Background: an optimization exercise with open tools, aiming at small area. Do not read the settings as production practice.
Function was checked by simulation only, so behaviour that the tests miss may differ from the original.

**flow/flow/run.sh**
```bash
#!/bin/bash
# The standard layout (standard.sh, standard synthesis unchanged) with three changes:
# the port buffers use the smallest buffer cell; after floorplanning every
# combinational cell starts at its smallest size (later repair steps upsize as needed);
# the clock tree uses no dummy loads and larger sink clusters.
export BUFFER_PORTS_ARGS="-buffer_cell sky130_fd_sc_hd__buf_1"
export POST_FLOORPLAN_TCL="$PWD/flow/downsize.tcl"
export CTS_ARGS="-sink_clustering_enable -repair_clock_nets -dont_use_dummy_load -buf_list sky130_fd_sc_hd__clkbuf_8 -root_buf sky130_fd_sc_hd__clkbuf_8 -sink_clustering_size 40 -sink_clustering_max_diameter 300 -sink_clustering_levels 1"
bash standard.sh > standard.log 2>&1
```
**flow/config.mk**
```make
export PLATFORM = sky130hd
export DESIGN_NAME = game_core
export DESIGN_NICKNAME = game_core
export VERILOG_FILES = /design/flow/design.v
export SDC_FILE = /design/flow/constraint.sdc
export NUM_CORES = 4
export LEC_CHECK = 0
export CAP_MARGIN = 20
export CORE_MARGIN = 2
export CORE_UTILIZATION = 60
export CTS_BUF_LIST = sky130_fd_sc_hd__clkbuf_4 sky130_fd_sc_hd__clkbuf_8
export CTS_CLUSTER_SIZE = 30
export SLEW_MARGIN = 20
export SYNTH_HIERARCHICAL = 1
export SYNTH_MINIMUM_KEEP_SIZE = 0
```
**flow/flow/downsize.tcl**
```tcl
# Swap each combinational cell for the smallest cell of the same function;
# the repair steps later in the flow size up whatever timing or slew needs.
set gc_small {
  sky130_fd_sc_hd__a2111o_2 sky130_fd_sc_hd__a2111o_1
  sky130_fd_sc_hd__a2111o_4 sky130_fd_sc_hd__a2111o_1
  sky130_fd_sc_hd__a2111oi_1 sky130_fd_sc_hd__a2111oi_0
  sky130_fd_sc_hd__a2111oi_2 sky130_fd_sc_hd__a2111oi_0
  sky130_fd_sc_hd__a2111oi_4 sky130_fd_sc_hd__a2111oi_0
  sky130_fd_sc_hd__a211o_2 sky130_fd_sc_hd__a211o_1
  sky130_fd_sc_hd__a211o_4 sky130_fd_sc_hd__a211o_1
  sky130_fd_sc_hd__a211oi_2 sky130_fd_sc_hd__a211oi_1
  sky130_fd_sc_hd__a211oi_4 sky130_fd_sc_hd__a211oi_1
  sky130_fd_sc_hd__a21bo_2 sky130_fd_sc_hd__a21bo_1
  sky130_fd_sc_hd__a21bo_4 sky130_fd_sc_hd__a21bo_1
  sky130_fd_sc_hd__a21boi_1 sky130_fd_sc_hd__a21boi_0
  sky130_fd_sc_hd__a21boi_2 sky130_fd_sc_hd__a21boi_0
  sky130_fd_sc_hd__a21boi_4 sky130_fd_sc_hd__a21boi_0
  sky130_fd_sc_hd__a21o_2 sky130_fd_sc_hd__a21o_1
  sky130_fd_sc_hd__a21o_4 sky130_fd_sc_hd__a21o_1
  sky130_fd_sc_hd__a21oi_2 sky130_fd_sc_hd__a21oi_1
  sky130_fd_sc_hd__a21oi_4 sky130_fd_sc_hd__a21oi_1
  sky130_fd_sc_hd__a221o_2 sky130_fd_sc_hd__a221o_1
  sky130_fd_sc_hd__a221o_4 sky130_fd_sc_hd__a221o_1
  sky130_fd_sc_hd__a221oi_2 sky130_fd_sc_hd__a221oi_1
  sky130_fd_sc_hd__a221oi_4 sky130_fd_sc_hd__a221oi_1
  sky130_fd_sc_hd__a22o_2 sky130_fd_sc_hd__a22o_1
  sky130_fd_sc_hd__a22o_4 sky130_fd_sc_hd__a22o_1
  sky130_fd_sc_hd__a22oi_2 sky130_fd_sc_hd__a22oi_1
  sky130_fd_sc_hd__a22oi_4 sky130_fd_sc_hd__a22oi_1
  sky130_fd_sc_hd__a2bb2o_2 sky130_fd_sc_hd__a2bb2o_1
  sky130_fd_sc_hd__a2bb2o_4 sky130_fd_sc_hd__a2bb2o_1
  sky130_fd_sc_hd__a2bb2oi_2 sky130_fd_sc_hd__a2bb2oi_1
  sky130_fd_sc_hd__a2bb2oi_4 sky130_fd_sc_hd__a2bb2oi_1
  sky130_fd_sc_hd__a311o_2 sky130_fd_sc_hd__a311o_1
  sky130_fd_sc_hd__a311o_4 sky130_fd_sc_hd__a311o_1
  sky130_fd_sc_hd__a311oi_2 sky130_fd_sc_hd__a311oi_1
  sky130_fd_sc_hd__a311oi_4 sky130_fd_sc_hd__a311oi_1
  sky130_fd_sc_hd__a31o_2 sky130_fd_sc_hd__a31o_1
  sky130_fd_sc_hd__a31o_4 sky130_fd_sc_hd__a31o_1
  sky130_fd_sc_hd__a31oi_2 sky130_fd_sc_hd__a31oi_1
  sky130_fd_sc_hd__a31oi_4 sky130_fd_sc_hd__a31oi_1
  sky130_fd_sc_hd__a32o_2 sky130_fd_sc_hd__a32o_1
  sky130_fd_sc_hd__a32o_4 sky130_fd_sc_hd__a32o_1
  sky130_fd_sc_hd__a32oi_2 sky130_fd_sc_hd__a32oi_1
  sky130_fd_sc_hd__a32oi_4 sky130_fd_sc_hd__a32oi_1
  sky130_fd_sc_hd__a41o_2 sky130_fd_sc_hd__a41o_1
  sky130_fd_sc_hd__a41o_4 sky130_fd_sc_hd__a41o_1
  sky130_fd_sc_hd__a41oi_2 sky130_fd_sc_hd__a41oi_1
  sky130_fd_sc_hd__a41oi_4 sky130_fd_sc_hd__a41oi_1
  sky130_fd_sc_hd__and2_1 sky130_fd_sc_hd__and2_0
  sky130_fd_sc_hd__and2_2 sky130_fd_sc_hd__and2_0
  sky130_fd_sc_hd__and2_4 sky130_fd_sc_hd__and2_0
  sky130_fd_sc_hd__and2b_2 sky130_fd_sc_hd__and2b_1
  sky130_fd_sc_hd__and2b_4 sky130_fd_sc_hd__and2b_1
  sky130_fd_sc_hd__and3_2 sky130_fd_sc_hd__and3_1
  sky130_fd_sc_hd__and3_4 sky130_fd_sc_hd__and3_1
  sky130_fd_sc_hd__and3b_2 sky130_fd_sc_hd__and3b_1
  sky130_fd_sc_hd__and3b_4 sky130_fd_sc_hd__and3b_1
  sky130_fd_sc_hd__and4_2 sky130_fd_sc_hd__and4_1
  sky130_fd_sc_hd__and4_4 sky130_fd_sc_hd__and4_1
  sky130_fd_sc_hd__and4b_2 sky130_fd_sc_hd__and4b_1
  sky130_fd_sc_hd__and4b_4 sky130_fd_sc_hd__and4b_1
  sky130_fd_sc_hd__and4bb_2 sky130_fd_sc_hd__and4bb_1
  sky130_fd_sc_hd__and4bb_4 sky130_fd_sc_hd__and4bb_1
  sky130_fd_sc_hd__buf_2 sky130_fd_sc_hd__buf_1
  sky130_fd_sc_hd__buf_4 sky130_fd_sc_hd__buf_1
  sky130_fd_sc_hd__buf_6 sky130_fd_sc_hd__buf_1
  sky130_fd_sc_hd__buf_8 sky130_fd_sc_hd__buf_1
  sky130_fd_sc_hd__buf_12 sky130_fd_sc_hd__buf_1
  sky130_fd_sc_hd__buf_16 sky130_fd_sc_hd__buf_1
  sky130_fd_sc_hd__fa_2 sky130_fd_sc_hd__fa_1
  sky130_fd_sc_hd__fa_4 sky130_fd_sc_hd__fa_1
  sky130_fd_sc_hd__ha_2 sky130_fd_sc_hd__ha_1
  sky130_fd_sc_hd__ha_4 sky130_fd_sc_hd__ha_1
  sky130_fd_sc_hd__inv_2 sky130_fd_sc_hd__inv_1
  sky130_fd_sc_hd__inv_4 sky130_fd_sc_hd__inv_1
  sky130_fd_sc_hd__inv_6 sky130_fd_sc_hd__inv_1
  sky130_fd_sc_hd__inv_8 sky130_fd_sc_hd__inv_1
  sky130_fd_sc_hd__inv_12 sky130_fd_sc_hd__inv_1
  sky130_fd_sc_hd__inv_16 sky130_fd_sc_hd__inv_1
  sky130_fd_sc_hd__maj3_2 sky130_fd_sc_hd__maj3_1
  sky130_fd_sc_hd__maj3_4 sky130_fd_sc_hd__maj3_1
  sky130_fd_sc_hd__mux2_2 sky130_fd_sc_hd__mux2_1
  sky130_fd_sc_hd__mux2_4 sky130_fd_sc_hd__mux2_1
  sky130_fd_sc_hd__mux2_8 sky130_fd_sc_hd__mux2_1
  sky130_fd_sc_hd__mux2i_2 sky130_fd_sc_hd__mux2i_1
  sky130_fd_sc_hd__mux2i_4 sky130_fd_sc_hd__mux2i_1
  sky130_fd_sc_hd__mux4_4 sky130_fd_sc_hd__mux4_2
  sky130_fd_sc_hd__mux4_1 sky130_fd_sc_hd__mux4_2
  sky130_fd_sc_hd__nand2_2 sky130_fd_sc_hd__nand2_1
  sky130_fd_sc_hd__nand2_4 sky130_fd_sc_hd__nand2_1
  sky130_fd_sc_hd__nand2_8 sky130_fd_sc_hd__nand2_1
  sky130_fd_sc_hd__nand2b_2 sky130_fd_sc_hd__nand2b_1
  sky130_fd_sc_hd__nand2b_4 sky130_fd_sc_hd__nand2b_1
  sky130_fd_sc_hd__nand3_2 sky130_fd_sc_hd__nand3_1
  sky130_fd_sc_hd__nand3_4 sky130_fd_sc_hd__nand3_1
  sky130_fd_sc_hd__nand3b_2 sky130_fd_sc_hd__nand3b_1
  sky130_fd_sc_hd__nand3b_4 sky130_fd_sc_hd__nand3b_1
  sky130_fd_sc_hd__nand4_2 sky130_fd_sc_hd__nand4_1
  sky130_fd_sc_hd__nand4_4 sky130_fd_sc_hd__nand4_1
  sky130_fd_sc_hd__nand4b_2 sky130_fd_sc_hd__nand4b_1
  sky130_fd_sc_hd__nand4b_4 sky130_fd_sc_hd__nand4b_1
  sky130_fd_sc_hd__nand4bb_2 sky130_fd_sc_hd__nand4bb_1
  sky130_fd_sc_hd__nand4bb_4 sky130_fd_sc_hd__nand4bb_1
  sky130_fd_sc_hd__nor2_2 sky130_fd_sc_hd__nor2_1
  sky130_fd_sc_hd__nor2_4 sky130_fd_sc_hd__nor2_1
  sky130_fd_sc_hd__nor2_8 sky130_fd_sc_hd__nor2_1
  sky130_fd_sc_hd__nor2b_2 sky130_fd_sc_hd__nor2b_1
  sky130_fd_sc_hd__nor2b_4 sky130_fd_sc_hd__nor2b_1
  sky130_fd_sc_hd__nor3_2 sky130_fd_sc_hd__nor3_1
  sky130_fd_sc_hd__nor3_4 sky130_fd_sc_hd__nor3_1
  sky130_fd_sc_hd__nor3b_2 sky130_fd_sc_hd__nor3b_1
  sky130_fd_sc_hd__nor3b_4 sky130_fd_sc_hd__nor3b_1
  sky130_fd_sc_hd__nor4_2 sky130_fd_sc_hd__nor4_1
  sky130_fd_sc_hd__nor4_4 sky130_fd_sc_hd__nor4_1
  sky130_fd_sc_hd__nor4b_2 sky130_fd_sc_hd__nor4b_1
  sky130_fd_sc_hd__nor4b_4 sky130_fd_sc_hd__nor4b_1
  sky130_fd_sc_hd__nor4bb_2 sky130_fd_sc_hd__nor4bb_1
  sky130_fd_sc_hd__nor4bb_4 sky130_fd_sc_hd__nor4bb_1
  sky130_fd_sc_hd__o2111a_2 sky130_fd_sc_hd__o2111a_1
  sky130_fd_sc_hd__o2111a_4 sky130_fd_sc_hd__o2111a_1
  sky130_fd_sc_hd__o2111ai_2 sky130_fd_sc_hd__o2111ai_1
  sky130_fd_sc_hd__o2111ai_4 sky130_fd_sc_hd__o2111ai_1
  sky130_fd_sc_hd__o211a_2 sky130_fd_sc_hd__o211a_1
  sky130_fd_sc_hd__o211a_4 sky130_fd_sc_hd__o211a_1
  sky130_fd_sc_hd__o211ai_2 sky130_fd_sc_hd__o211ai_1
  sky130_fd_sc_hd__o211ai_4 sky130_fd_sc_hd__o211ai_1
  sky130_fd_sc_hd__o21a_2 sky130_fd_sc_hd__o21a_1
  sky130_fd_sc_hd__o21a_4 sky130_fd_sc_hd__o21a_1
  sky130_fd_sc_hd__o21ai_1 sky130_fd_sc_hd__o21ai_0
  sky130_fd_sc_hd__o21ai_2 sky130_fd_sc_hd__o21ai_0
  sky130_fd_sc_hd__o21ai_4 sky130_fd_sc_hd__o21ai_0
  sky130_fd_sc_hd__o21ba_2 sky130_fd_sc_hd__o21ba_1
  sky130_fd_sc_hd__o21ba_4 sky130_fd_sc_hd__o21ba_1
  sky130_fd_sc_hd__o21bai_2 sky130_fd_sc_hd__o21bai_1
  sky130_fd_sc_hd__o21bai_4 sky130_fd_sc_hd__o21bai_1
  sky130_fd_sc_hd__o221a_2 sky130_fd_sc_hd__o221a_1
  sky130_fd_sc_hd__o221a_4 sky130_fd_sc_hd__o221a_1
  sky130_fd_sc_hd__o221ai_2 sky130_fd_sc_hd__o221ai_1
  sky130_fd_sc_hd__o221ai_4 sky130_fd_sc_hd__o221ai_1
  sky130_fd_sc_hd__o22a_2 sky130_fd_sc_hd__o22a_1
  sky130_fd_sc_hd__o22a_4 sky130_fd_sc_hd__o22a_1
  sky130_fd_sc_hd__o22ai_2 sky130_fd_sc_hd__o22ai_1
  sky130_fd_sc_hd__o22ai_4 sky130_fd_sc_hd__o22ai_1
  sky130_fd_sc_hd__o2bb2a_2 sky130_fd_sc_hd__o2bb2a_1
  sky130_fd_sc_hd__o2bb2a_4 sky130_fd_sc_hd__o2bb2a_1
  sky130_fd_sc_hd__o2bb2ai_2 sky130_fd_sc_hd__o2bb2ai_1
  sky130_fd_sc_hd__o2bb2ai_4 sky130_fd_sc_hd__o2bb2ai_1
  sky130_fd_sc_hd__o311a_2 sky130_fd_sc_hd__o311a_1
  sky130_fd_sc_hd__o311a_4 sky130_fd_sc_hd__o311a_1
  sky130_fd_sc_hd__o311ai_1 sky130_fd_sc_hd__o311ai_0
  sky130_fd_sc_hd__o311ai_2 sky130_fd_sc_hd__o311ai_0
  sky130_fd_sc_hd__o311ai_4 sky130_fd_sc_hd__o311ai_0
  sky130_fd_sc_hd__o31a_2 sky130_fd_sc_hd__o31a_1
  sky130_fd_sc_hd__o31a_4 sky130_fd_sc_hd__o31a_1
  sky130_fd_sc_hd__o31ai_2 sky130_fd_sc_hd__o31ai_1
  sky130_fd_sc_hd__o31ai_4 sky130_fd_sc_hd__o31ai_1
  sky130_fd_sc_hd__o32a_2 sky130_fd_sc_hd__o32a_1
  sky130_fd_sc_hd__o32a_4 sky130_fd_sc_hd__o32a_1
  sky130_fd_sc_hd__o32ai_2 sky130_fd_sc_hd__o32ai_1
  sky130_fd_sc_hd__o32ai_4 sky130_fd_sc_hd__o32ai_1
  sky130_fd_sc_hd__o41a_2 sky130_fd_sc_hd__o41a_1
  sky130_fd_sc_hd__o41a_4 sky130_fd_sc_hd__o41a_1
  sky130_fd_sc_hd__o41ai_2 sky130_fd_sc_hd__o41ai_1
  sky130_fd_sc_hd__o41ai_4 sky130_fd_sc_hd__o41ai_1
  sky130_fd_sc_hd__or2_1 sky130_fd_sc_hd__or2_0
  sky130_fd_sc_hd__or2_2 sky130_fd_sc_hd__or2_0
  sky130_fd_sc_hd__or2_4 sky130_fd_sc_hd__or2_0
  sky130_fd_sc_hd__or2b_2 sky130_fd_sc_hd__or2b_1
  sky130_fd_sc_hd__or2b_4 sky130_fd_sc_hd__or2b_1
  sky130_fd_sc_hd__or3_2 sky130_fd_sc_hd__or3_1
  sky130_fd_sc_hd__or3_4 sky130_fd_sc_hd__or3_1
  sky130_fd_sc_hd__or3b_2 sky130_fd_sc_hd__or3b_1
  sky130_fd_sc_hd__or3b_4 sky130_fd_sc_hd__or3b_1
  sky130_fd_sc_hd__or4_2 sky130_fd_sc_hd__or4_1
  sky130_fd_sc_hd__or4_4 sky130_fd_sc_hd__or4_1
  sky130_fd_sc_hd__or4b_2 sky130_fd_sc_hd__or4b_1
  sky130_fd_sc_hd__or4b_4 sky130_fd_sc_hd__or4b_1
  sky130_fd_sc_hd__or4bb_2 sky130_fd_sc_hd__or4bb_1
  sky130_fd_sc_hd__or4bb_4 sky130_fd_sc_hd__or4bb_1
  sky130_fd_sc_hd__xnor2_2 sky130_fd_sc_hd__xnor2_1
  sky130_fd_sc_hd__xnor2_4 sky130_fd_sc_hd__xnor2_1
  sky130_fd_sc_hd__xnor3_2 sky130_fd_sc_hd__xnor3_1
  sky130_fd_sc_hd__xnor3_4 sky130_fd_sc_hd__xnor3_1
  sky130_fd_sc_hd__xor2_2 sky130_fd_sc_hd__xor2_1
  sky130_fd_sc_hd__xor2_4 sky130_fd_sc_hd__xor2_1
  sky130_fd_sc_hd__xor3_2 sky130_fd_sc_hd__xor3_1
  sky130_fd_sc_hd__xor3_4 sky130_fd_sc_hd__xor3_1
}
set gc_n 0
foreach inst [[ord::get_db_block] getInsts] {
  set m [[$inst getMaster] getName]
  if { [dict exists $gc_small $m] } {
    $inst swapMaster [[ord::get_db] findMaster [dict get $gc_small $m]]
    incr gc_n
  }
}
puts "downsize: replaced $gc_n cells"
```
**flow/standard.sh**
```bash
#!/bin/bash
# synth_recipe.tcl (not shown) runs the flow's synth.tcl, then flattens the netlist and writes it again
# the make line also repeats each setting of config.mk as NAME=value (left out here)
make -C /OpenROAD-flow-scripts/flow DESIGN_CONFIG=/design/flow/config.mk WORK_HOME=/design/flow/orfs CLKGATE_MAP_FILE= SYNTH_SCRIPT=/design/flow/synth_recipe.tcl "${@:-finish}"
```
**flow/constraint.sdc**
```tcl
create_clock -name core_clock -period 10.0 [get_ports {clk}]
set_input_delay 2.0000 -clock core_clock [delete_from_list [all_inputs] [get_ports {clk}]]
set_output_delay 2.0000 -clock core_clock [all_outputs]
set_load 0.01 [all_outputs]
```
**flow/design.v**
```verilog
`timescale 1ns/100ps
`default_nettype none
package game_pkg;
    typedef logic [9:0]  coord_t;
    typedef logic [10:0] dist_t;         
    typedef logic [2:0]  meteor_size_t;
    typedef logic [2:0]  hp_t;
    typedef logic [15:0] score_t;
    typedef logic [7:0]  points_t;
    typedef logic [7:0]  frame_count_t;
    typedef enum logic [1:0] {
        FACE_UP    = 2'd0,
        FACE_RIGHT = 2'd1,
        FACE_DOWN  = 2'd2,
        FACE_LEFT  = 2'd3
    } facing_t;
    typedef enum logic {
        STATE_PLAYING = 1'b0,
        STATE_OVER    = 1'b1
    } play_state_t;
    typedef struct packed {
        coord_t       x;
        coord_t       y;
        meteor_size_t size;
    } meteor_t;
    typedef struct packed {
        logic    move;
        facing_t dir;
        logic    fire;
    } move_cmd_t;
    localparam int     SCREEN_W        = 640;
    localparam int     SCREEN_H        = 480;
    localparam coord_t SHIP_SPEED      = 10'd2;
    localparam coord_t BULLET_SPEED    = 10'd10;
    localparam hp_t    SHIP_MAX_HP     = 3'd4;
    localparam coord_t SHIP_COLL_R     = 10'd10;
    localparam hp_t    METEOR_START_HP = 3'd3;
    function automatic coord_t meteor_radius(input meteor_size_t size);
        case (size)
            3'd0:    meteor_radius = 10'd4;
            3'd1:    meteor_radius = 10'd8;
            3'd2:    meteor_radius = 10'd12;
            3'd3:    meteor_radius = 10'd16;
            default: meteor_radius = 10'd20;
        endcase
    endfunction
    function automatic points_t meteor_points(input meteor_size_t size);
        case (size)
            3'd0:    meteor_points = 8'd10;
            3'd1:    meteor_points = 8'd20;
            3'd2:    meteor_points = 8'd30;
            3'd3:    meteor_points = 8'd40;
            default: meteor_points = 8'd50;
        endcase
    endfunction
endpackage
`default_nettype wire
`timescale 1ns/100ps
`default_nettype none
module gc_fa (
    input  logic a,
    input  logic b,
    input  logic ci,
    output logic s,
    output logic co
);
    assign s  = a ^ b ^ ci;
    assign co = (a & b) | (ci & (a ^ b));
endmodule
module gc_ha (
    input  logic a,
    input  logic b,
    output logic s,
    output logic co
);
    assign s  = a ^ b;
    assign co = a & b;
endmodule
module gc_near #(
    parameter bit SHIP = 1'b0
) (
    input  logic [9:0] nrx,       
    input  logic [9:0] nry,       
    input  logic [9:0] mx,
    input  logic [9:0] my,
    input  logic [2:0] k,         
    output logic       near
);
    logic [9:0]  ex, ey;          
    logic [10:0] cx, cy;
    assign cx[0] = 1'b0;
    assign cy[0] = 1'b0;
    gc_ha hx0 (.a(mx[0]), .b(nrx[0]), .s(ex[0]), .co(cx[1]));
    gc_ha hy0 (.a(my[0]), .b(nry[0]), .s(ey[0]), .co(cy[1]));
    for (genvar j = 1; j < 10; j++) begin : g_sub
        gc_fa fx (.a(mx[j]), .b(nrx[j]), .ci(cx[j]), .s(ex[j]), .co(cx[j+1]));
        gc_fa fy (.a(my[j]), .b(nry[j]), .ci(cy[j]), .s(ey[j]), .co(cy[j+1]));
    end
    wire okx = (ex[9:5] == 5'h1f & ~cx[10]) | (ex[9:5] == 5'h00 & cx[10]);
    wire oky = (ey[9:5] == 5'h1f & ~cy[10]) | (ey[9:5] == 5'h00 & cy[10]);
    wire       sx = ex[5];
    wire       sy = ey[5];
    wire [4:0] ax = ex[4:0] ^ {5{sx}};
    wire [4:0] ay = ey[4:0] ^ {5{sy}};
    logic [5:0] t;
    logic [5:0] ct;
    assign ct[0] = ~sx;
    for (genvar j = 0; j < 5; j++) begin : g_sum
        gc_fa ft (.a(ax[j]), .b(ay[j]), .ci(ct[j]), .s(t[j]), .co(ct[j+1]));
    end
    assign t[5] = ct[5];
    logic [5:0] thr;
    always_comb begin
        case (k)
            3'd0:    thr = SHIP ? 6'd13 : 6'd3;
            3'd1:    thr = SHIP ? 6'd17 : 6'd7;
            3'd2:    thr = SHIP ? 6'd21 : 6'd11;
            3'd3:    thr = SHIP ? 6'd25 : 6'd15;
            default: thr = SHIP ? 6'd29 : 6'd19;
        endcase
        thr = thr + {5'd0, sy};
    end
    logic le;
    always_comb begin
        le = 1'b1;
        for (int j = 0; j < 6; j++)
            le = (t[j] == thr[j]) ? le : thr[j];
    end
    assign near = okx & oky & le;
endmodule
`default_nettype wire
`timescale 1ns/100ps
`default_nettype none
module game_core #(
    parameter int NUM_METEORS   = 5,
    parameter int FIRE_COOLDOWN = 30,
    parameter int INVINC_FRAMES = 60
) (
    input  logic                      clk,
    input  logic                      reset_n,
    input  logic                      frame_tick,
    input  logic                      btn_up,
    input  logic                      btn_down,
    input  logic                      btn_left,
    input  logic                      btn_right,
    input  logic                      btn_fire,
    input  logic                      btn_restart,
    input  logic [23*NUM_METEORS-1:0] meteors,
    output logic [9:0]                ship_x,
    output logic [9:0]                ship_y,
    output logic [1:0]                ship_facing,
    output logic [9:0]                bullet_x,
    output logic [9:0]                bullet_y,
    output logic                      bullet_active,
    output logic [NUM_METEORS-1:0]    meteor_alive,
    output logic [15:0]               score,
    output logic [2:0]                ship_hp,
    output logic                      game_over
);
    logic [4:0]  cooldown;
    logic [5:0]  invinc;
    logic [14:0] score_q;                  
    logic [2:0]  pend;                     
    logic [1:0]  hlost [NUM_METEORS];      
    assign game_over = ~|ship_hp;
    wire ft      = frame_tick;
    wire play    = ft & ~game_over;
    wire restart = ft & game_over & btn_restart;
    wire [4:0] w = {pend[2], pend[1] | (pend[2] & pend[0]), pend[2] ^ pend[0],
                    pend[1], pend[0]};        
    logic [14:0] score_h;
    logic [15:0] sc;
    assign sc[0] = 1'b0;
    gc_ha u_sc0 (.a(score_q[0]), .b(w[0]), .s(score_h[0]), .co(sc[1]));
    for (genvar j = 1; j < 5; j++) begin : g_sca
        gc_fa u (.a(score_q[j]), .b(w[j]), .ci(sc[j]), .s(score_h[j]), .co(sc[j+1]));
    end
    for (genvar j = 5; j < 15; j++) begin : g_scb
        gc_ha u (.a(score_q[j]), .b(sc[j]), .s(score_h[j]), .co(sc[j+1]));
    end
    assign score = {score_h, 1'b0};
    wire [9:0] nsx = ~ship_x;
    wire [9:0] nsy = ~ship_y;
    wire [9:0] nbx = ~bullet_x;
    wire [9:0] nby = ~bullet_y;
    logic [NUM_METEORS-1:0] alive, hit_vec, contact_vec, hit_sel, last_hp;
    logic [2:0] pts [NUM_METEORS];
    for (genvar i = 0; i < NUM_METEORS; i++) begin : g_m
        wire [9:0] mx = meteors[23*i+13 +: 10];
        wire [9:0] my = meteors[23*i+3  +: 10];
        wire [2:0] sz = meteors[23*i    +: 3];
        wire [2:0] k  = sz[2] ? 3'd4 : sz;
        logic nb, ns;
        gc_near #(.SHIP(1'b0)) u_b (.nrx(nbx), .nry(nby), .mx(mx), .my(my), .k(k), .near(nb));
        gc_near #(.SHIP(1'b1)) u_s (.nrx(nsx), .nry(nsy), .mx(mx), .my(my), .k(k), .near(ns));
        assign pts[i]         = sz[2] ? 3'd5 : {sz[1] & sz[0], sz[1] ^ sz[0], ~sz[0]};
        assign alive[i]       = ~(hlost[i][1] & hlost[i][0]);
        assign last_hp[i]     = hlost[i][1] & ~hlost[i][0];
        assign hit_vec[i]     = bullet_active & alive[i] & nb;
        assign contact_vec[i] = alive[i] & ns;
        wire e = play & hit_sel[i];
        always_ff @(posedge clk or negedge reset_n) begin
            if (!reset_n)
                hlost[i] <= 2'd0;
            else
                hlost[i] <= {~restart & (hlost[i][1] ^ (hlost[i][0] & e)),
                             ~restart & (hlost[i][0] ^ e)};
        end
    end
    assign meteor_alive = alive;
    always_comb begin
        logic seen;
        seen = 1'b0;
        for (int i = 0; i < NUM_METEORS; i++) begin
            hit_sel[i] = hit_vec[i] & ~seen;
            seen       = seen | hit_vec[i];
        end
    end
    wire bullet_hit = |hit_vec;
    wire contact    = |contact_vec;
    logic [2:0] award;
    always_comb begin
        award = '0;
        for (int i = 0; i < NUM_METEORS; i++)
            award = award | ({3{hit_sel[i] & last_hp[i]}} & pts[i]);
    end
    wire up    = btn_up;
    wire down  = ~btn_up & btn_down;
    wire right = ~btn_up & ~btn_down & btn_right;
    wire left  = ~btn_up & ~btn_down & ~btn_right & btn_left;
    wire move  = btn_up | btn_down | btn_right | btn_left;
    wire x_hi = ship_x[9] & (&ship_x[6:2]) & (ship_x[1] | ship_x[0]);            
    wire y_hi = (&ship_y[8:6]) & (&ship_y[4:2]) & (ship_y[1] | ship_y[0]);       
    wire x_lo = ~|ship_x[9:2] & ~(ship_x[1] & ship_x[0]);                        
    wire y_lo = ~|ship_y[9:2] & ~(ship_y[1] & ship_y[0]);                        
    wire x_set = play & right & x_hi;
    wire x_clr = play & left  & x_lo;
    wire y_set = play & down  & y_hi;
    wire y_clr = play & up    & y_lo;
    logic [9:0] nx, ny;
    always_comb begin
        logic px, py;
        px = play & ((right & ~x_hi) | (left & ~x_lo));
        py = play & ((down  & ~y_hi) | (up   & ~y_lo));
        for (int j = 1; j < 10; j++) begin
            nx[j] = ship_x[j] ^ px;
            ny[j] = ship_y[j] ^ py;
            px    = px & (ship_x[j] ^ left);
            py    = py & (ship_y[j] ^ up);
        end
        nx[0] = x_set | (~x_clr & ship_x[0]);
        ny[0] = y_set | (~y_clr & ship_y[0]);
        nx[1] = x_set | (~x_clr & nx[1]);
        ny[1] = y_set | (~y_clr & ny[1]);
    end
    wire cd_zero  = ~|cooldown;
    wire iv_zero  = ~|invinc;
    wire launch   = play & btn_fire & ~bullet_active & cd_zero;
    wire fly      = play & bullet_active;
    wire take_hit = play & contact & iv_zero;
    logic [9:0] by_sub;
    logic       by_gt;
    always_comb begin
        logic bw;
        bw = 1'b0;
        for (int j = 0; j < 10; j++) begin
            if (j == 1 || j == 3) begin
                by_sub[j] = ~(bullet_y[j] ^ bw);
                bw        = ~bullet_y[j] | bw;
            end else begin
                by_sub[j] = bullet_y[j] ^ bw;
                bw        = ~bullet_y[j] & bw;
            end
        end
        by_gt = ~bw & (bullet_y != 10'd10);
    end
    logic [4:0] cd_inc;
    logic [5:0] iv_inc;
    logic [5:0] cdc;
    logic [6:0] ivc;
    assign cdc[0] = ft & ~cd_zero;
    assign ivc[0] = ft & ~iv_zero;
    for (genvar j = 0; j < 5; j++) begin : g_cd
        gc_ha u (.a(cooldown[j]), .b(cdc[j]), .s(cd_inc[j]), .co(cdc[j+1]));
    end
    for (genvar j = 0; j < 6; j++) begin : g_iv
        gc_ha u (.a(invinc[j]), .b(ivc[j]), .s(iv_inc[j]), .co(ivc[j+1]));
    end
    wire keep_b  = ~launch & ~restart;
    wire keep_by = keep_b & ~fly;
    wire fly_gt  = fly & by_gt;
    logic [9:0] d_x, d_y, d_bx, d_by;
    logic [2:0] d_hp;
    always_comb begin
        d_x  = restart ? 10'd320 : nx;
        d_y  = restart ? 10'd240 : ny;
        d_bx = ({10{launch}} & ship_x) | ({10{keep_b}} & bullet_x);
        d_by = ({10{launch}} & ship_y) | ({10{keep_by}} & bullet_y) | ({10{fly_gt}} & by_sub);
        d_hp[0] = ~restart & (ship_hp[0] ^ take_hit);
        d_hp[1] = ~restart & (ship_hp[1] ^ (take_hit & ~ship_hp[0]));
        d_hp[2] = restart | (ship_hp[2] ^ (take_hit & ~ship_hp[0] & ~ship_hp[1]));
    end
    always_ff @(posedge clk or negedge reset_n) begin
        if (!reset_n) begin
            ship_x        <= 10'd320;
            ship_y        <= 10'd240;
            ship_facing   <= 2'd0;
            bullet_x      <= '0;
            bullet_y      <= '0;
            bullet_active <= 1'b0;
            cooldown      <= '0;
            invinc        <= '0;
            ship_hp       <= 3'd4;
            score_q       <= '0;
            pend          <= '0;
        end else begin
            ship_x        <= d_x;
            ship_y        <= d_y;
            ship_facing   <= restart ? 2'd0 :
                             (play & move) ? {down | left, right | left} : ship_facing;
            bullet_x      <= d_bx;
            bullet_y      <= d_by;
            bullet_active <= launch | (keep_by & bullet_active) | (fly_gt & ~bullet_hit);
            cooldown      <= {5{~restart}} & (cd_inc | {3'b000, launch, 1'b0});
            invinc        <= {6{~restart}} & (iv_inc | {3'b000, take_hit, 2'b00});
            ship_hp       <= d_hp;
            score_q       <= {15{~restart}} & score_h;
            pend          <= {3{play}} & award;
        end
    end
endmodule
`default_nettype wire
```
==> results by group, run 1 <==
Layout
  – N_diodes: 0
  – Layout cells sized above 1: 2.35%
  – Total Nets Final: 1706
  – Layout fillers: 1753
  – Fin util: 65.2%
  – Area grow syn2layout: 5.84%

CTS
  – CTS tree: yes
  – H-tree Lvls: 3
  – CTS Buffer Depth: 2
  – CTS root buf: clkbuf_8
  – Post-CTS Hold Buffers: 0
  – Resize count post-CTS: 0
  – Cts bufs inserted: 9
  – CTS clk-pin slew, worst paths: 90 ps
  – Setup Buffers After CTS: 0
  – Sink Count: 85
  – Later-pin clock latency in the skew report: 370 ps

STA
  – Crit share post-route: 90.0%
  – Max Fclk: 111 MHz
  – Unrepaired setup endpoints after global routing: no
  – Sum Neg Setup Slack: 0 ps
  – Setup Viol. Count Final: 0
  – Worst slew margin: 40.9%
  – Hold slack: 535 ps
  – Clock Skew: 33.5 ps
  – Slew @ Worst Pin: 865 ps
  – Slew Viols, Final: 0
  – Final Hold Vio Count: 0
  – Min cycle time layout: 9000 ps

Floorplanning
  – # IOs: 192
  – Placeable Area: 0.0204 mm²
  – Effective utilization at floorplan: 61.6%
  – Die width: 149 µm
  – Die area: 0.0221 mm²
  – Die Y: 149 µm
  – Row count: 52

Place
  – Hpwl dp: 29200 µm
  – Port Buffers: 190
  – Placer Congestion: 0.959

Drt
  – Met2 wire len: 17700 µm
  – Vias: 9276
  – Top Metal Used: met4
  – Antenna Nets Post-Route: 0
  – Vias per cell: 5.99
  – DR WL met3: 2380 µm
  – Drt first-iter violations: 644
  – Avg WL per Cell: 23.2 µm
  – Pre-Repair DR Iteration Count: 5
  – DR DRC count: 0
  – Drt total wl: 35800 µm
  – M1 WL: 14600 µm

Yosys
  – Mapped Cells: 1110
  – Syn_area_per_cell: 11.3 µm²
  – Sequential element share of the synthesized area: 17.0%
  – Most frequent cell after synthesis: fa_1
  – EDFF count, synth: 0
  – Post-Syn Area: 0.0126 mm²
  – Yosys warns: 11
  – Ys flop type: dfrtp_1
  – Asr flop ratio synth: 100%
  – Synth unique cells: 73
  – Top post-synthesis cells by count: fa_1, xor2_1, inv_1
  – Synth area leaders: fa_1, dfrtp_1, xor2_1
  – Dominant cell type by area after synthesis: fa_1
  – Number of synthesized register bits: 85
  – Synth top area share: 37.2%

Worst setup path
  – Crit Path Max Fanout: 8
  – Endpoint kind of the worst setup timing path: flop
  – WP data arrival: 9250 ps
  – Startpoint Class: input port
  – WS Path Type: input port to flop
  – Crit path required time: 10250 ps

Outcome
  – Status: timing/DRC/antenna clean

Global route
  – Gr ovfl total: 0
  – Largest net degree at the start of global routing: 66
  – GRT Resource Usage Total: 33.9%
  – Vias in the first global route: 9413
  – Initial antenna violation count: 0
  – First-pass GRT wire length: 54500 µm

Worst hold path
  – HP Class: flop to flop

Run
  – Max-Cap Viols: 0
==> routing by layer <==
layer  track usage (%)  up-vias
met2              57.5      368
met1              45.7     4675
met4              11.6        0
met3              4.37       62
met5                 0        -
li1                  -     4171
==> worst paths after layout <==
path | from | end | slack (ps) | cells after the start
max | meteors[26] | ship_hp[2]$_DFF_PN1_ | 1000 | 23
max in group asynchronous | reset_n | ship_x[3]$_DFF_PN0_ | 7280 | 2
min reg2reg | ship_facing[0]$_DFFE_PN0P_ | ship_facing[0]$_DFFE_PN0P_ | 540 | 2
min | ship_facing[0]$_DFFE_PN0P_ | ship_facing[0]$_DFFE_PN0P_ | 540 | 2
max reg2reg | ship_x[1]$_DFF_PN0_ | ship_hp[2]$_DFF_PN1_ | 1830 | 22
min in group asynchronous | reset_n | score_q[11]$_DFF_PN0_ | 1520 | 1
==> cells by family (layout without fill, tap and decap cells) <==
group | after synthesis | after routing | share of synthesized area [%]
xor gates and xnor gates | 121 | 121 | 8.42
adders and majority gates | 317 | 317 | 45.3
AOI/OAI and AO/OA | 155 | 155 | 8.92
and+or+nand+nor | 292 | 292 | 14.4
other | 1 | 1 | 0.0298
muxes | 14 | 14 | 1.12
buffers and inverters | 125 | 293 | 4.78
DFF | 85 | 85 | 17.0
==> cell usage in the layout (no fill, tap or decap), types with 27 or more instances in the layout <==
cell     synthesis  final
nor3_1          27     27
inv_1           82     82
and2_0           0     35
nor2_1          38     39
xor2_1         105    105
fa_1           234    234
o21ai_0         30     30
nor3b_1         17     27
dfrtp_1         78     78
nand2_1         43     43
ha_1            68     68
buf_1            1    189
==> worst max-delay path, stage by stage <==
cell,delay (ps)
buf_1,90
ha_1,210
fa_1,410
fa_1,390
fa_1,390
fa_1,400
fa_1,730
xor2_1,150
fa_1,440
fa_1,390
fa_1,390
fa_1,400
fa_1,510
mux2i_1,160
mux2i_1,100
a22o_1,200
a2111oi_0,730
a222oi_1,200
a211oi_1,370
ha_1,220
ha_1,150
xnor2_1,120
nand2_1,70
==> state kept, by name, summed over array words and instances (netlist names) <==
register,cells
ship_facing,2
bullet_x,10
score_q,15
ship_hp,3
bullet_y,10
invinc,6
ship_y,10
hlost,10
cooldown,5
ship_x,10
pend,3
bullet_active,1
==> stage by stage <==
stage,instances,setup slack (ps),area (µm²)
2_1_floorplan,1110,1810,12600
6_report,1548,997,13300
4_1_cts,1548,1070,13300
3_5_place_dp,1539,675,13200
5_1_grt,1548,764,13300
3_3_place_gp,1539,859,13200
==> final cells by class <==
cell class / count / area [µm²] / area share, %
Clock buffer: 9 / 124 / 0.930
Inverter: 82 / 308 / 2.31
Multi-Input combinational cell: 900 / 9600 / 72.1
Sequential cell: 85 / 2140 / 16.0
Tap cell: 270 / 338 / 2.54
Timing Repair Buffer: 202 / 807 / 6.06
==> modules after synthesis (local to each module, per instance), a selection <==
| module | cells inside | flip-flops and latches |
|---|---|---|
| gc_fa | 1 | 0 |
| game_core | 484 | 85 |
| gc_ha | 1 | 0 |
==> run 2: changes to the inputs <==
--- a/flow/design.v
+++ b/flow/design.v
@@ -77,4 +77,12 @@
     assign co = a & b;
 endmodule
+module gc_maj (
+    input  logic a,
+    input  logic b,
+    input  logic c,
+    output logic y
+);
+    assign y = (a & b) | (c & (a | b));
+endmodule
 module gc_near #(
     parameter bit SHIP = 1'b0
@@ -84,5 +92,5 @@
     input  logic [9:0] mx,
     input  logic [9:0] my,
-    input  logic [2:0] k,         
+    input  logic [2:0] kr,
     output logic       near
 );
@@ -101,31 +109,20 @@
     wire       sx = ex[5];
     wire       sy = ey[5];
-    wire [4:0] ax = ex[4:0] ^ {5{sx}};
-    wire [4:0] ay = ey[4:0] ^ {5{sy}};
-    logic [5:0] t;
+    wire [4:0] nax = ~(ex[4:0] ^ {5{sx}});
+    wire [4:0] nay = ~(ey[4:0] ^ {5{sy}});
+    logic [5:0] nt;
     logic [5:0] ct;
-    assign ct[0] = ~sx;
+    assign ct[0] = sx;
     for (genvar j = 0; j < 5; j++) begin : g_sum
-        gc_fa ft (.a(ax[j]), .b(ay[j]), .ci(ct[j]), .s(t[j]), .co(ct[j+1]));
-    end
-    assign t[5] = ct[5];
-    logic [5:0] thr;
-    always_comb begin
-        case (k)
-            3'd0:    thr = SHIP ? 6'd13 : 6'd3;
-            3'd1:    thr = SHIP ? 6'd17 : 6'd7;
-            3'd2:    thr = SHIP ? 6'd21 : 6'd11;
-            3'd3:    thr = SHIP ? 6'd25 : 6'd15;
-            default: thr = SHIP ? 6'd29 : 6'd19;
-        endcase
-        thr = thr + {5'd0, sy};
+        gc_fa ft (.a(nax[j]), .b(nay[j]), .ci(ct[j]), .s(nt[j]), .co(ct[j+1]));
     end
-    logic le;
-    always_comb begin
-        le = 1'b1;
-        for (int j = 0; j < 6; j++)
-            le = (t[j] == thr[j]) ? le : thr[j];
+    assign nt[5] = ct[5];
+    logic [5:0] cc;
+    assign cc[1] = nt[0] & sy;
+    assign cc[2] = SHIP ? (nt[1] | cc[1]) : (nt[1] & cc[1]);
+    for (genvar j = 2; j < 5; j++) begin : g_cmp
+        gc_maj mj (.a(kr[j-2]), .b(nt[j]), .c(cc[j]), .y(cc[j+1]));
     end
-    assign near = okx & oky & le;
+    assign near = okx & oky & nt[5] & cc[5];
 endmodule
 `default_nettype wire
@@ -190,9 +187,10 @@
         wire [9:0] my = meteors[23*i+3  +: 10];
         wire [2:0] sz = meteors[23*i    +: 3];
-        wire [2:0] k  = sz[2] ? 3'd4 : sz;
+        wire [2:0] kb = {sz[2] | (sz[1] & sz[0]), ~sz[2] & (sz[1] ^ sz[0]), sz[2] | ~sz[0]};
+        wire [2:0] ks = {|sz, sz[2] | ~(sz[1] ^ sz[0]), sz[2] | ~sz[0]};
         logic nb, ns;
-        gc_near #(.SHIP(1'b0)) u_b (.nrx(nbx), .nry(nby), .mx(mx), .my(my), .k(k), .near(nb));
-        gc_near #(.SHIP(1'b1)) u_s (.nrx(nsx), .nry(nsy), .mx(mx), .my(my), .k(k), .near(ns));
-        assign pts[i]         = sz[2] ? 3'd5 : {sz[1] & sz[0], sz[1] ^ sz[0], ~sz[0]};
+        gc_near #(.SHIP(1'b0)) u_b (.nrx(nbx), .nry(nby), .mx(mx), .my(my), .kr(kb), .near(nb));
+        gc_near #(.SHIP(1'b1)) u_s (.nrx(nsx), .nry(nsy), .mx(mx), .my(my), .kr(ks), .near(ns));
+        assign pts[i]         = kb;
         assign alive[i]       = ~(hlost[i][1] & hlost[i][0]);
         assign last_hp[i]     = hlost[i][1] & ~hlost[i][0];
--- a/flow/flow/run.sh
+++ b/flow/flow/run.sh
@@ -6,4 +6,4 @@
 export BUFFER_PORTS_ARGS="-buffer_cell sky130_fd_sc_hd__buf_1"
 export POST_FLOORPLAN_TCL="$PWD/flow/downsize.tcl"
-export CTS_ARGS="-sink_clustering_enable -repair_clock_nets -dont_use_dummy_load -buf_list sky130_fd_sc_hd__clkbuf_8 -root_buf sky130_fd_sc_hd__clkbuf_8 -sink_clustering_size 40 -sink_clustering_max_diameter 300 -sink_clustering_levels 1"
+export CTS_ARGS="-sink_clustering_enable -repair_clock_nets -dont_use_dummy_load -buf_list sky130_fd_sc_hd__clkbuf_8 -sink_clustering_size 30"
 bash standard.sh > standard.log 2>&1
==> results by group, run 2 <==
Floorplanning
  – Effective utilization at floorplan: 60.8% (-0.78 points)
  – Row count: 52 (unchanged)
  – Die width: 147 µm (-1.2%)
  – Placeable Area: 0.0202 mm² (-1.3%)
  – # IOs: 192 (unchanged)
  – Die area: 0.0216 mm² (-2.5%)
  – Die Y: 147 µm (-1.2%)

Drt
  – DR DRC count: 0 (unchanged)
  – Vias per cell: 5.81 (-3.0%)
  – Antenna Nets Post-Route: 0 (unchanged)
  – Vias: 8612 (-7.2%)
  – Drt total wl: 33200 µm (-7.3%)
  – Avg WL per Cell: 22.4 µm (-3.1%)
  – Pre-Repair DR Iteration Count: 6 (+1)
  – Drt first-iter violations: 453 (-30%)

Global route
  – Vias in the first global route: 9144 (-2.9%)
  – First-pass GRT wire length: 52200 µm (-4.3%)
  – Gr ovfl total: 0 (unchanged)
  – Initial antenna violation count: 4 (+4)
  – Largest net degree at the start of global routing: 71 (+7.6%)
  – GRT Resource Usage Total: 32.9% (-1.0 points)

STA
  – Final WS setup: 1340 ps (+343 ps)
  – Sum Neg Setup Slack: 0 ps (unchanged)
  – Crit share post-route: 86.6% (-3.4 points)
  – Slew Viols, Final: 0 (unchanged)
  – Max Fclk: 115 MHz (+4.0%)
  – Min cycle time layout: 8660 ps (-343 ps)
  – Setup Viol. Count Final: 0 (unchanged)
  – Slew @ Worst Pin: 944 ps (+79.7 ps)
  – Worst slew margin: 37.1% (-3.8 points)
  – Hold slack: 521 ps (-14.1 ps)
  – Final Hold Vio Count: 0 (unchanged)
  – Clock Skew: 29.9 ps (-3.68 ps)
  – Unrepaired setup endpoints after global routing: no

CTS
  – H-tree Lvls: 3 (unchanged)
  – Post-CTS Hold Buffers: 0 (unchanged)
  – CTS root buf: clkbuf_8
  – Later-pin clock latency in the skew report: 390 ps (+20 ps)
  – CTS tree: yes
  – Sink Count: 85 (unchanged)
  – Setup Buffers After CTS: 0 (unchanged)
  – CTS clk-pin slew, worst paths: 100 ps (about the same)
  – Cts bufs inserted: 9 (unchanged)
  – Resize count post-CTS: 0 (unchanged)
  – CTS Buffer Depth: 2 (unchanged)

Layout
  – Total Nets Final: 1636 (-4.1%)
  – Most frequent cells in the layout: fa_1, buf_1, xnor2_1
  – Layout fillers: 1728 (-1.4%)
  – Final Non-Filler Cells: 1481 (-4.3%)
  – Fin util: 64.1% (-1.0 points)
  – Largest Register: score_q
  – Area grow syn2layout: 5.49%
  – Layout cells sized above 1: 2.07% (-0.28 points)
  – Commonest non-fill, non-tap cell in the layout: fa_1
  – Max reg flops: 15 (unchanged)

Yosys
  – Ys flop type: dfrtp_1
  – Number of synthesized register bits: 85 (unchanged)
  – Most frequent cell after synthesis: fa_1
  – Synth unique cells: 73 (unchanged)
  – Yosys warns: 9 (-2)
  – Synth area leaders: fa_1, dfrtp_1, xnor2_1
  – EDFF count, synth: 0 (unchanged)
  – Post-Syn Area: 0.0123 mm² (-2.5%)
  – Syn_area_per_cell: 11.7 µm² (+3.2%)
  – Asr flop ratio synth: 100% (unchanged)
  – Dominant cell type by area after synthesis: fa_1
  – Sequential element share of the synthesized area: 17.4% (+0.44 points)
  – Synth top area share: 38.2% (+0.96 points)
  – Top post-synthesis cells by count: fa_1, xnor2_1, dfrtp_1
  – Mapped Cells: 1048 (-5.6%)

Worst setup path
  – Endpoint kind of the worst setup timing path: flop
  – Crit Path Max Fanout: 8 (unchanged)
  – WP data arrival: 8870 ps (-380 ps)
  – Startpoint Class: input port
  – Crit path required time: 10210 ps (-40 ps)
  – WS Path Type: input port to flop

Place
  – Placed cells: 1469 (-4.5%)
  – Dpl ws: 986 ps (+312 ps)
  – Placer Congestion: 0.895 (-6.7%)
  – Port Buffers: 190 (unchanged)
  – Hpwl dp: 27500 µm (-6.1%)

Run
  – Max-Cap Viols: 0 (unchanged)

Worst hold path
  – HP Class: flop to flop

Outcome
  – Status: timing/DRC/antenna clean
## run 2: layout make-up
| class | instances | area (µm²) | area share (%) |
|---|---|---|---|
| Clock buffer | 9 | 124 | 0.957 |
| Tap cell | 270 | 338 | 2.61 |
| Sequential cell | 85 | 2140 | 16.5 |
| Multi-Input combinational cell | 844 | 9290 | 71.8 |
| Timing Repair Buffer | 196 | 762 | 5.89 |
| Antenna cell | 3 | 7.51 | 0.0580 |
| Inverter | 74 | 278 | 2.15 |
## run 2: cell families (layout without fill, tap and decap cells)
group           count (synthesis)  in the layout  synth area share [%]
fa+ha+maj                     332            332                  47.9
simple gates                  278            278                  13.8
buf+inv                       119            279                  4.93
compound gates                117            117                  7.56
xor+xnor                      110            110                  7.86
flops                          85             85                  17.4
mux                             6              6                 0.500
other cells                     1              4                0.0306
## run 2: worst paths after layout
check,startpoint,to,slack [ps],cells after the start
min reg2reg,ship_facing[0]$_DFFE_PN0P_,ship_facing[0]$_DFFE_PN0P_,520,2
max in group asynchronous,reset_n,invinc[5]$_DFF_PN0_,7240,2
min,ship_facing[0]$_DFFE_PN0P_,ship_facing[0]$_DFFE_PN0P_,520,2
min in group asynchronous,reset_n,hlost[2][1]$_DFF_PN0_,1510,1
max reg2reg,ship_x[1]$_DFF_PN0_,ship_hp[2]$_DFF_PN1_,2200,21
max,meteors[36],pend[0]$_DFF_PN0_,1340,21
## run 2: layer usage
layer | global-route usage [%] | up-vias | wire [µm] | share of wire [%]
li1 | - | 3909 | - | -
met1 | 45.1 | 4359 | 13800 | 42
met2 | 53.1 | 299 | 15800 | 47
met3 | 8.98 | 43 | 2870 | 8.6
met4 | 8.03 | 2 | 791 | 2.4
met5 | 0 | - | 13 | 0.039
## run 2: modules after synthesis, one instance, submodules excluded, excerpt
module     flops+latches  area (µm²)  cells inside  copies in the design
gc_ha                  0        12.5             1                    42
gc_maj                 0        11.3             1                    30
game_core             85        4740           512                     1
gc_fa                  0        20.0             1                   234
## run 2: critical path, cell delays in order
cell      delay, ps
buf_1            90
ha_1            200
fa_1            400
fa_1            400
fa_1            400
fa_1            390
fa_1            770
xnor2_1         180
fa_1            460
fa_1            390
fa_1            390
fa_1            400
fa_1            500
maj3_1          160
nand2_1          80
a221oi_1        400
and2_0          230
a221o_1         250
a21oi_1         110
o21ai_0         470
o221ai_1        210
## run 2: through the flow
| step | area (µm²) |
|---|---|
| floorplan | 12300 |
| global placement | 12800 |
| detailed placement | 12800 |
| CTS | 12900 |
| global route | 12900 |
| finish | 12900 |
==> run 3: changes to the inputs <==
--- a/flow/design.v
+++ b/flow/design.v
@@ -103,8 +103,12 @@
     for (genvar j = 1; j < 10; j++) begin : g_sub
         gc_fa fx (.a(mx[j]), .b(nrx[j]), .ci(cx[j]), .s(ex[j]), .co(cx[j+1]));
+    end
+    for (genvar j = 1; j < 9; j++) begin : g_suby
         gc_fa fy (.a(my[j]), .b(nry[j]), .ci(cy[j]), .s(ey[j]), .co(cy[j+1]));
     end
+    assign ey[9]  = 1'b0;       
+    assign cy[10] = 1'b0;       
     wire okx = (ex[9:5] == 5'h1f & ~cx[10]) | (ex[9:5] == 5'h00 & cx[10]);
-    wire oky = (ey[9:5] == 5'h1f & ~cy[10]) | (ey[9:5] == 5'h00 & cy[10]);
+    wire oky = ((ey[8:5] == 4'h0) & (my[9] ^ cy[9])) | ((ey[8:5] == 4'hf) & ~(my[9] | cy[9]));
     wire       sx = ex[5];
     wire       sy = ey[5];
@@ -160,4 +164,7 @@
     logic [2:0]  pend;                     
     logic [1:0]  hlost [NUM_METEORS];      
+    logic [8:0]  ship_y_q, bullet_y_q;
+    assign ship_y   = {1'b0, ship_y_q};
+    assign bullet_y = {1'b0, bullet_y_q};
     assign game_over = ~|ship_hp;
     wire ft      = frame_tick;
@@ -302,8 +309,8 @@
         if (!reset_n) begin
             ship_x        <= 10'd320;
-            ship_y        <= 10'd240;
+            ship_y_q      <= 9'd240;
             ship_facing   <= 2'd0;
             bullet_x      <= '0;
-            bullet_y      <= '0;
+            bullet_y_q    <= '0;
             bullet_active <= 1'b0;
             cooldown      <= '0;
@@ -314,9 +321,9 @@
         end else begin
             ship_x        <= d_x;
-            ship_y        <= d_y;
+            ship_y_q      <= d_y[8:0];
             ship_facing   <= restart ? 2'd0 :
                              (play & move) ? {down | left, right | left} : ship_facing;
             bullet_x      <= d_bx;
-            bullet_y      <= d_by;
+            bullet_y_q    <= d_by[8:0];
             bullet_active <= launch | (keep_by & bullet_active) | (fly_gt & ~bullet_hit);
             cooldown      <= {5{~restart}} & (cd_inc | {3'b000, launch, 1'b0});
==> results by group, run 3 <==
Outcome
  – Status: timing/DRC/antenna clean

Floorplanning
  – # IOs: 192 (unchanged)
  – Placeable Area: 0.0195 mm² (-3.2%)
  – Row count: 51 (-1.9%)
  – Die area: 0.0211 mm² (-2.1%)
  – Die Y: 145 µm (-1.1%)
  – Die width: 145 µm (-1.1%)
  – Effective utilization at floorplan: 61.4% (+0.62 points)

Layout
  – Area grow syn2layout: 6.91%
  – Most frequent cells in the layout: fa_1, buf_1, xnor2_1
  – N_diodes: 0 (-3)
  – Total Nets Final: 1645 (+0.55%)
  – Max reg flops: 15 (unchanged)
  – Layout cells sized above 1: 2.05% (-0.017 points)
  – Largest Register: score_q
  – Final Non-Filler Cells: 1483 (+0.14%)
  – Commonest non-fill, non-tap cell in the layout: fa_1

Worst setup path
  – Reg-to-Reg Start: ship_x[1]$_DFF_PN0_
  – WP data arrival: 8890 ps (+20 ps)
  – Startpoint Class: input port
  – Most common cell on crit path: fa_1
  – Critical path's slowest cell: fa_1
  – Reg2reg path depth: 22 (+4.8%)
  – CP peak stage delay: 770 ps (about the same)
  – Endpoint kind of the worst setup timing path: flop
  – Worst r2r dst: ship_hp[2]$_DFF_PN1_
  – Worst path cell trace: buf_1 > ha_1 > fa_1 > fa_1 > fa_1 > fa_1 > fa_1 > xnor2_1 > fa_1 > fa_1 > fa_1 > fa_1 > fa_1 > maj3_1 > nand4b_1 > nor4_1 > o22a_1 > nand2_1 > o221ai_1 > nor4bb_1 > ha_1 > and2_0
  – Crit Path Max Fanout: 8 (unchanged)
  – Crit path required time: 10230 ps (+20 ps)
  – Reg-to-reg setup timing slack: 2310 ps (+110 ps)
  – WS Path Type: input port to flop

Yosys
  – Mapped Cells: 1062 (+1.3%)
  – Post-Syn Area: 0.0120 mm² (-2.2%)
  – Yosys warns: 9 (unchanged)
  – Syn_area_per_cell: 11.3 µm² (-3.5%)

CTS
  – CTS Buffer Depth: 2 (unchanged)
  – Sink Count: 83 (-2.4%)
  – Cts bufs inserted: 9 (unchanged)
  – CTS root buf: clkbuf_8
  – Later-pin clock latency in the skew report: 360 ps (-30 ps)
  – CTS clk-pin slew, worst paths: 70 ps (-30 ps)
  – H-tree Lvls: 3 (unchanged)
  – Post-CTS Hold Buffers: 0 (unchanged)
  – Resize count post-CTS: 0 (unchanged)
  – CTS tree: yes
  – Setup Buffers After CTS: 0 (unchanged)

Drt
  – Pre-Repair DR Iteration Count: 6 (unchanged)
  – DR DRC count: 0 (unchanged)
  – Drt total wl: 33600 µm (+1.1%)
  – Vias per cell: 5.92 (+1.8%)
  – Drt first-iter violations: 599 (+32%)
  – Avg WL per Cell: 22.7 µm (+1.0%)
  – Antenna Nets Post-Route: 0 (unchanged)
  – Vias: 8776 (+1.9%)

STA
  – Clock Skew: 31.9 ps (+2.03 ps)
  – Slew Viols, Final: 0 (unchanged)
  – Worst slew margin: 39.2% (+2.1 points)
  – Slew @ Worst Pin: 904 ps (-39.9 ps)
  – Final Hold Vio Count: 0 (unchanged)
  – Max Fclk: 115 MHz (about the same)
  – Sum Neg Setup Slack: 0 ps (unchanged)
  – Min cycle time layout: 8660 ps (+4.11 ps)
  – Hold slack: 520 ps (-0.859 ps)
  – Setup Viol. Count Final: 0 (unchanged)
  – Unrepaired setup endpoints after global routing: no
  – Crit share post-route: 86.6% (about the same)

Place
  – Port Buffers: 188 (-1.1%)
  – Placer Congestion: 0.878 (-1.8%)
  – Hpwl dp: 26700 µm (-2.6%)
  – Placed cells: 1474 (+0.34%)

Global route
  – Largest net degree at the start of global routing: 65 (-8.5%)
  – GRT Resource Usage Total: 32.9% (about the same)
  – Gr ovfl total: 0 (unchanged)
  – Vias in the first global route: 9082 (-0.68%)
  – Initial antenna violation count: 0 (-4)
  – First-pass GRT wire length: 51400 µm (-1.4%)

Worst hold path
  – HP Class: flop to flop
  – Hold_sp: ship_facing[0]$_DFFE_PN0P_
  – Hold EP: ship_facing[0]$_DFFE_PN0P_
  – Worst hold path cell count: 2 (unchanged)

Run
  – Max-Cap Viols: 0 (unchanged)
run 3: worst max-delay path by stage:
stage,start,cells past startpoint,endpoint
floorplan,meteors[3],22,hlost[4][0]$_DFF_PN0_
global route,meteors[13],22,hlost[4][0]$_DFF_PN0_
global placement,meteors[26],22,pend[1]$_DFF_PN0_
finish,meteors[13],22,hlost[4][0]$_DFF_PN0_
CTS,meteors[13],22,hlost[4][0]$_DFF_PN0_
detailed placement,meteors[13],22,hlost[4][0]$_DFF_PN0_
run 3: final cells by class:
class                   instances  area, µm²
multi-input cells             840       9180
fillers                      1661       6700
flip-flops and latches         83       2090
repair buffers                194        754
inverters                      92        345
well taps                     265        332
clock buffers                   9        124
run 3: critical path: cells and delay by family:
family	cells	cell delay, ps
buffers and inverters	1	90
AOI/OAI and AO/OA	2	390
adders and majority gates	13	5350
xor gates and xnor gates	1	190
and+or+nand+nor	5	880
run 3: metrics by stage:
step                worst slack [ps]  util [%]  instance area (µm²)
floorplan                       1650         -                12000
global placement                1150      65.0                12700
detailed placement               971      65.0                12700
CTS                             1360      65.6                12800
global route                    1010      65.7                12800
finish                          1340      65.7                12800
run 3: metal layers:
metal | part of all wire, % | track usage (%)
met1 | 40 | 44.6
met2 | 49 | 55.6
met3 | 6.9 | 4.36
met4 | 3.8 | 11.0
met5 | 0 | 0

-- what the ideal ports hide --
No port has a modelled driver above. Below, the same layouts with a new extraction and two added sets of constraints. Step 1 assumes that a clkbuf_16 drives the clock port and a buf_2 every other input. Step 2, shift: input delay + t, output delay - t, t = (earliest + latest rising clock arrival at the registers) / 2. This alone moves slack from input paths to output paths. Slacks: no drivers / after step 1 / after step 2; pairs: no drivers / after step 1.
run	shift t [ns]	slack for setup (ns)	worst hold slack (ns)	worst setup path at the end	worst data-port slew with drivers (ns)
run 1	0.396	0.997 / 1.016 / 0.620	0.535 / 0.535 / 0.535	input to register	0.07
run 2	0.411	1.341 / 1.359 / 0.948	0.521 / 0.521 / 0.521	input to register	0.09
run 3	0.381	1.337 / 1.352 / 0.971	0.520 / 0.520 / 0.520	input to register	0.04
After both steps every run listed still meets setup and hold. For run 2, which loses most, drivers alone change the setup slack by +0.018 ns; drivers and shift together by -0.393 ns.
